This is an optimization exercise on Yosys and OpenROAD, whose aim is small area, a short achievable clock period and few clock cycles, not a production implementation. Only simulation tests tie the RTL to the original design; equivalence was not proved. Power and IR drop assume default switching activity.

--- flow/design.v ---
module ex_stage_md #(
  parameter int DATA_W = 32,
  parameter int REG_AW = 5,
  parameter int OP_W   = 5
) (
  input  logic              clk,
  input  logic              reset,
  input  logic              in_valid,
  input  logic [OP_W-1:0]   in_op,
  input  logic [DATA_W-1:0] in_rs_data,
  input  logic [DATA_W-1:0] in_rt_data,
  input  logic [DATA_W-1:0] in_imm,
  input  logic [4:0]        in_shamt,
  input  logic              in_use_imm,
  input  logic              in_use_shamt,
  input  logic [REG_AW-1:0] in_rs,
  input  logic [REG_AW-1:0] in_rt,
  input  logic [REG_AW-1:0] in_rd,
  input  logic              in_dst_rd,
  input  logic              in_wr,
  input  logic              flush,
  input  logic [DATA_W-1:0] fwd_mem_data,
  input  logic [DATA_W-1:0] fwd_wb_data,
  input  logic [1:0]        fwd_sel_a,
  input  logic [1:0]        fwd_sel_b,
  output logic              ex_stall,
  output logic              out_valid,
  output logic [DATA_W-1:0] out_result,
  output logic [DATA_W-1:0] out_store_data,
  output logic [REG_AW-1:0] out_dst,
  output logic [REG_AW-1:0] out_rs,
  output logic [REG_AW-1:0] out_rt
);
  localparam int SH_W = $clog2(DATA_W);
  typedef struct packed {
    logic              valid;
    logic [OP_W-1:0]   op;
    logic [DATA_W-1:0] rs_data;
    logic [DATA_W-1:0] rt_data;
    logic [DATA_W-1:0] imm;
    logic [4:0]        shamt;
    logic              use_imm;
    logic              use_shamt;
    logic [REG_AW-1:0] rs;
    logic [REG_AW-1:0] rt;
    logic [REG_AW-1:0] rd;
    logic              dst_rd;
    logic              wr;
  } id_ex_t;
  id_ex_t q;
  logic   stall;
  logic   busy;
  always_ff @(posedge clk or negedge reset) begin
    if (!reset) begin
      q <= '0;
    end else if (flush) begin
      q.valid <= 1'b0;
    end else if (!stall) begin
      q.valid     <= in_valid;
      q.op        <= in_op;
      q.rs_data   <= in_rs_data;
      q.rt_data   <= in_rt_data;
      q.imm       <= in_imm;
      q.shamt     <= in_shamt;
      q.use_imm   <= in_use_imm;
      q.use_shamt <= in_use_shamt;
      q.rs        <= in_rs;
      q.rt        <= in_rt;
      q.rd        <= in_rd;
      q.dst_rd    <= in_dst_rd;
      q.wr        <= in_wr;
    end
  end
  logic [OP_W-1:0] op;
  logic is_md;
  logic is_grp;
  logic is_bad;
  logic is_sgn;
  logic is_div;
  assign op     = q.op;
  assign is_md  = op >= OP_W'(12) && op <= OP_W'(15);
  assign is_grp = op >= OP_W'(12) && op <= OP_W'(17);
  assign is_bad = op >= OP_W'(18);
  assign is_sgn = op == OP_W'(12) || op == OP_W'(14);
  assign is_div = op == OP_W'(14) || op == OP_W'(15);
  logic [DATA_W-1:0] fwd_a;
  logic [DATA_W-1:0] fwd_b;
  always_comb begin
    unique case (fwd_sel_a)
      2'b10:   fwd_a = fwd_mem_data;
      2'b01:   fwd_a = fwd_wb_data;
      default: fwd_a = q.rs_data;
    endcase
    unique case (fwd_sel_b)
      2'b10:   fwd_b = fwd_mem_data;
      2'b01:   fwd_b = fwd_wb_data;
      default: fwd_b = q.rt_data;
    endcase
  end
  logic [DATA_W-1:0] a;
  logic [DATA_W-1:0] b;
  logic [SH_W-1:0]   sh;
  logic [DATA_W-1:0] hi;
  logic [DATA_W-1:0] lo;
  logic [DATA_W-1:0] res;
  assign a  = q.use_shamt ? DATA_W'(q.shamt) : fwd_a;
  assign b  = q.use_imm ? q.imm : fwd_b;
  assign sh = SH_W'(b[4:0]);
  always_comb begin
    res = a + b;
    unique case (1'b1)
      op == OP_W'(1):  res = a - b;
      op == OP_W'(2):  res = a & b;
      op == OP_W'(3):  res = a | b;
      op == OP_W'(4):  res = a ^ b;
      op == OP_W'(5):  res = ~(a | b);
      op == OP_W'(6):
        res = DATA_W'($signed(a) < $signed(b));
      op == OP_W'(7):  res = DATA_W'(a < b);
      op == OP_W'(8):  res = a << sh;
      op == OP_W'(9):  res = a >> sh;
      op == OP_W'(10):
        res = $unsigned($signed(a) >>> sh);
      op == OP_W'(11): res = b << (DATA_W / 2);
      op == OP_W'(16): res = hi;
      op == OP_W'(17): res = lo;
      default: ;
    endcase
  end
  logic issue;
  assign stall = q.valid & is_grp & busy;
  assign issue = q.valid & is_md & ~stall;
  assign ex_stall       = stall;
  assign out_valid      = q.valid & ~stall;
  assign out_result     = q.valid ? res : '0;
  assign out_store_data = q.valid ? fwd_b : '0;
  assign out_rs         = q.rs;
  assign out_rt         = q.rt;
  assign out_dst =
    (q.valid & q.wr & ~is_md & ~is_bad) ?
    (q.dst_rd ? q.rd : q.rt) : '0;
  logic [SH_W-1:0]   cnt;
  logic [DATA_W-1:0] acc;
  logic [DATA_W-1:0] mq;
  logic [DATA_W-1:0] mb;
  logic [DATA_W-1:0] dvd;
  logic              dmode;
  logic              neg_q;
  logic              neg_r;
  logic              dz;
  logic              sa;
  logic              sb;
  logic [DATA_W-1:0] mag_a;
  logic [DATA_W-1:0] mag_b;
  assign sa    = is_sgn & fwd_a[DATA_W-1];
  assign sb    = is_sgn & fwd_b[DATA_W-1];
  assign mag_a = sa ? -fwd_a : fwd_a;
  assign mag_b = sb ? -fwd_b : fwd_b;
  logic [DATA_W:0]     sum;
  logic [DATA_W:0]     shl;
  logic [DATA_W-1:0]   diff;
  logic                ge;
  logic [DATA_W-1:0]   acc_n;
  logic [DATA_W-1:0]   mq_n;
  logic [2*DATA_W-1:0] prod;
  logic [DATA_W-1:0]   hi_n;
  logic [DATA_W-1:0]   lo_n;
  logic                last;
  assign last = cnt == SH_W'(DATA_W - 1);
  always_comb begin
    sum  = {1'b0, acc} + (mq[0] ? {1'b0, mb} : '0);
    shl  = {acc, mq[DATA_W-1]};
    ge   = shl >= {1'b0, mb};
    diff = shl[DATA_W-1:0] - mb;
    if (dmode) begin
      acc_n = ge ? diff : shl[DATA_W-1:0];
      mq_n  = {mq[DATA_W-2:0], ge};
    end else begin
      acc_n = sum[DATA_W:1];
      mq_n  = {sum[0], mq[DATA_W-1:1]};
    end
    prod = {acc_n, mq_n};
    if (neg_q) prod = -prod;
    {hi_n, lo_n} = prod;
    if (dmode) begin
      lo_n = neg_q ? -mq_n : mq_n;
      hi_n = neg_r ? -acc_n : acc_n;
      if (dz) begin
        lo_n = '1;
        hi_n = dvd;
      end
    end
  end
  always_ff @(posedge clk or negedge reset) begin
    if (!reset) begin
      busy  <= 1'b0;
      cnt   <= '0;
      hi    <= '0;
      lo    <= '0;
      acc   <= '0;
      mq    <= '0;
      mb    <= '0;
      dvd   <= '0;
      dmode <= 1'b0;
      neg_q <= 1'b0;
      neg_r <= 1'b0;
      dz    <= 1'b0;
    end else if (busy) begin
      acc <= acc_n;
      mq  <= mq_n;
      cnt <= cnt + SH_W'(1);
      if (last) begin
        busy <= 1'b0;
        cnt  <= '0;
        hi   <= hi_n;
        lo   <= lo_n;
      end
    end else if (issue) begin
      busy  <= 1'b1;
      cnt   <= '0;
      acc   <= '0;
      mq    <= mag_a;
      mb    <= mag_b;
      dvd   <= fwd_a;
      dmode <= is_div;
      neg_q <= sa ^ sb;
      neg_r <= sa;
      dz    <= is_div & (fwd_b == '0);
    end
  end
endmodule
--- flow/run.sh ---
#!/bin/bash
# synth_recipe.tcl (not shown) runs the flow's synth.tcl, then flattens the netlist and writes it again
# the make line also repeats each setting of config.mk as NAME=value (left out here)
make -C /OpenROAD-flow-scripts/flow DESIGN_CONFIG=/design/flow/config.mk WORK_HOME=/design/flow/orfs CLKGATE_MAP_FILE= SYNTH_SCRIPT=/design/flow/synth_recipe.tcl finish
--- flow/config.mk ---
export PLATFORM = sky130hd
export DESIGN_NAME = ex_stage_md
export DESIGN_NICKNAME = ex_stage_md
export VERILOG_FILES = /design/flow/design.v
export SDC_FILE = /design/flow/constraint.sdc
export NUM_CORES = 4
export LEC_CHECK = 0
export CAP_MARGIN = 20
export CORE_MARGIN = 2
export CORE_UTILIZATION = 40
export SLEW_MARGIN = 20
--- flow/constraint.sdc ---
create_clock -name core_clock -period 9.0 [get_ports {clk}]
set_input_delay 1.8000 -clock core_clock [delete_from_list [all_inputs] [get_ports {clk}]]
set_output_delay 1.8000 -clock core_clock [all_outputs]
set_load 0.01 [all_outputs]
==> run summary <==
worst min-delay path: stages (launching register included):
cell	delay, ps
dfrtp_1	340
nand2_1	50
o21ai_0	60
synthesized netlist by cell type, drive strengths merged, types with 54 or more instances:
master	number	area share, %
o211ai	54	1.2
a31oi	62	1.2
buf	76	1.3
nand3	113	1.7
mux2	158	5.4
clkbuf	239	2.7
inv	176	2.0
a221o	55	1.7
dfrtp	328	25
xnor2	129	3.4
mux2i	123	3.8
nand2	467	5.3
ha	170	6.4
o21ai	487	7.4
xor2	91	2.4
nor3	89	1.4
nor2	413	4.7
a21oi	263	4.0
state kept, by name, summed over array words and instances (netlist names), 5 cells and up:
| register | flops |
|---|---|
| cnt | 5 |
| mb | 32 |
| hi | 32 |
| dvd | 32 |
| lo | 32 |
| q | 126 |
| mq | 32 |
| acc | 32 |
cell type report:
| type | instances | area, um^2 |
|---|---|---|
| fillers | 8221 | 41020 |
| multi-input cells | 3464 | 23230 |
| flip-flops and latches | 328 | 8220 |
| repair buffers | 696 | 6028 |
| well taps | 1070 | 1339 |
| clock buffers | 57 | 1187 |
| inverters | 179 | 671.9 |
| clock inverters | 20 | 270.3 |
| diodes | 4 | 10.01 |
metrics by stage:
step / setup TNS (ps) / instance area (um^2) / power [mW] / hold WS [ps]
floorplan: 0 / 33040 / 7.730 / 441.3
global placement: -7685 / 39030 / 10.77 / 457.2
detailed placement: -7569 / 39030 / 10.78 / 465.5
CTS: 0 / 40710 / 12.69 / 479.1
global route: -140.1 / 40960 / 13.67 / 495.8
finish: 0 / 40960 / 12.92 / 475.5
timing repair:
| action | in CTS | in global routing |
|---|---|---|
| pin swaps | 15 | 30 |
| endpoints found under the setup margin | 15 | 15 |
| hold buffers | 0 | 0 |
| setup buffers | 4 | 9 |
| gates resized for setup | 62 | 60 |
cells by family (layout without fill, tap and decap cells):
kind of cell | Yosys count | in the layout | synth area share (%)
other | 0 | 4 | 0
adders and majority gates | 173 | 173 | 6.620
buffers and inverters | 494 | 952 | 6.052
and+or+nand+nor | 1382 | 1382 | 19.38
muxes | 282 | 282 | 9.218
DFF | 328 | 328 | 24.84
AOI/OAI and AO/OA | 1407 | 1407 | 28.06
xor gates and xnor gates | 220 | 220 | 5.832
path summary, 6_finish.rpt:
check                                          from                  end  cells after the start
worst min-delay path            dvd[24]$_DFFE_PN0P_  dvd[24]$_DFFE_PN0P_                      2
worst max-delay path                   fwd_sel_b[1]       out_result[24]                     25
min in group asynchronous                     reset  acc[19]$_DFFE_PN0P_                      1
worst max register to register   acc[1]$_DFFE_PN0P_   hi[12]$_DFFE_PN0P_                     19
max in group asynchronous                     reset   q[120]$_DFFE_PN0P_                      2
worst min register to register  dvd[24]$_DFFE_PN0P_  dvd[24]$_DFFE_PN0P_                      2
where the power goes:
part,total [mW],leakage (nW),switching (mW),internal [mW]
sequential,2.32,4.05,0.487,1.83
combinational,8.80,13.0,5.51,3.29
clock,1.80,0.707,0.749,1.06
routing by layer:
metal | wire length, um | part of all wire (%)
met5 | 54 | 0.032
met2 | 74360 | 45
met3 | 13790 | 8.3
met1 | 66310 | 40
met4 | 12510 | 7.5
==> results by group <==
Status
  – Status: no timing/DRC/antenna violations

Pwr
  – Pwr/cell area: 315.5 mW/mm^2
  – Worst VDD drop: 0.0001802 V
  – Leak Pwr: 17.76 nW

Global route
  – Global-route wire length before repair: 241.1 mm
  – Largest net degree at the start of global routing: 127
  – Vias in the first global route: 34580
  – Global routing's busiest layer: met2
  – Total grt overflow: 0
  – GRT Overall Usage: 38.35%
  – Initial antenna violation count: 11
  – Grt met2 use: 60.55%
  – Met3 Usage GRT: 7.238%
  – Met1 GRT Util: 48.39%

Timing
  – Final Skew: 17.76 ps
  – Fraction of the cycle the final worst path needs: 98.65%
  – Final setup fails: 0
  – Pin slew with the least headroom to its limit: 1251 ps
  – RSZ-0062 raised after global routing: true
  – Fin. max-slew vios: 0
  – Final WS setup: 121.3 ps
  – Min cycle time layout: 8879 ps
  – Final Hold Viols: 0
  – Rel. slew slack: 15.99%
  – Fmax achieved: 112.6 MHz

Floorplanning
  – Die Area: 0.08491 mm^2
  – Initial core utilization: 40.30%
  – Standard-cell row count: 105
  – Die Y: 291.4 um
  – Core ar.: 0.08198 mm^2
  – # IOs: 278
  – Die X: 291.4 um

Clock network
  – Htree depth: 2
  – CTS tree: yes
  – CTS clk-pin slew, worst paths: 50 ps
  – Max Root-Sink Buffers: 3
  – Clock sink total: 328
  – Clock root buffer: clkbuf_16
  – TritonCTS buffer count: 42
  – Clock Latency Late Sink: 600 ps

Worst setup path
  – CP most frequent cell: buf_4
  – Crit path max-delay family: compound AO/OA/AOI/OAI gates
  – Startpoint Class: primary input
  – Reg2reg setup slack: 2630 ps
  – Max incr delay on CP: 530 ps
  – Buffers & Inverters on Critical Path: 8
  – Worst EP arrival: 7080 ps
  – Setup crit end kind: primary output
  – Crit path max fanout: 6
  – Worst Path Required: 7200 ps
  – Critical path type: in -> out
  – Slowest-stage cell, CP: clkdlybuf4s50_1

Placed design
  – Pre-CTS setup slack: -1019 ps
  – DP Cell Count: 5724
  – Routability congestion estimate: 1.046
  – HPWL Detailed: 130.5 mm
  – IO Port Bufs: 277

Cells and area
  – Synth-to-layout area growth: 23.97%
  – Fraction of layout cells with a size suffix above 1: 17.26%
  – Most common cell after layout, fill and taps aside: nand2_1
  – Fin nets: 5081
  – Utilization after layout: 49.96%
  – Fin cells: 5818
  – Most frequent cells in the layout: 465 x nand2_1, 425 x o21ai_0, 411 x buf_4

Drt
  – Router iterations before antenna repair: 8
  – Antenna viol nets, final: 0
  – DRC viols: 0
  – Detailed-route via count: 36150
  – Vias per std cell: 6.213
  – Detailed Route Iter0 Violations: 4102
  – Post-DR wirelength/cell: 28.71 um
  – Drt total wl: 167.0 mm

Yosys
  – Number of enable flip-flop cells after synthesis: 0
  – Post-Synthesis Net Count: 4656
  – Synth async-reset ratio: 100.0%
  – Synth unique cells: 118
  – Ys Warns: 1
  – Cells after Synth: 4286
  – Syn_area_per_cell: 7.708 um^2
  – Yosys reg bits: 328
  – Synth Cell Area: 0.03304 mm^2
  – Sequential area share after synthesis: 24.84%
  – Post-synth top flop: dfrtp_1

Job
  – Max cap viols: 0

Hold path
  – Worst min-delay path class: reg -> reg
Testbench counts, summed over its fixed seeds: cycles 37,777.

[what the ideal ports hide]
The results above use ideal ports. As a check the final layout listed here was re-extracted and re-timed, cells and wires unchanged.
Step 1: set_driving_cell puts a clkbuf_16 on clk and a buf_2 on each other input, an assumption about the parent block.
Step 2 times the ports against the registers' clock, not the clock port: input delays grow and output delays shrink by t, the midpoint of the rising clock arrivals with the driver on.
Slacks: no drivers / after step 1 / after step 2; pairs: no drivers / after step 1.
t (ns): 0.660
setup slack, ns: 0.121 / 0.091 / 0.091
worst setup path after step 2: input to output
After both steps setup and hold are still met in this run. The setup slack of this run moves by -0.030 ns with the drivers and by -0.030 ns with both steps.
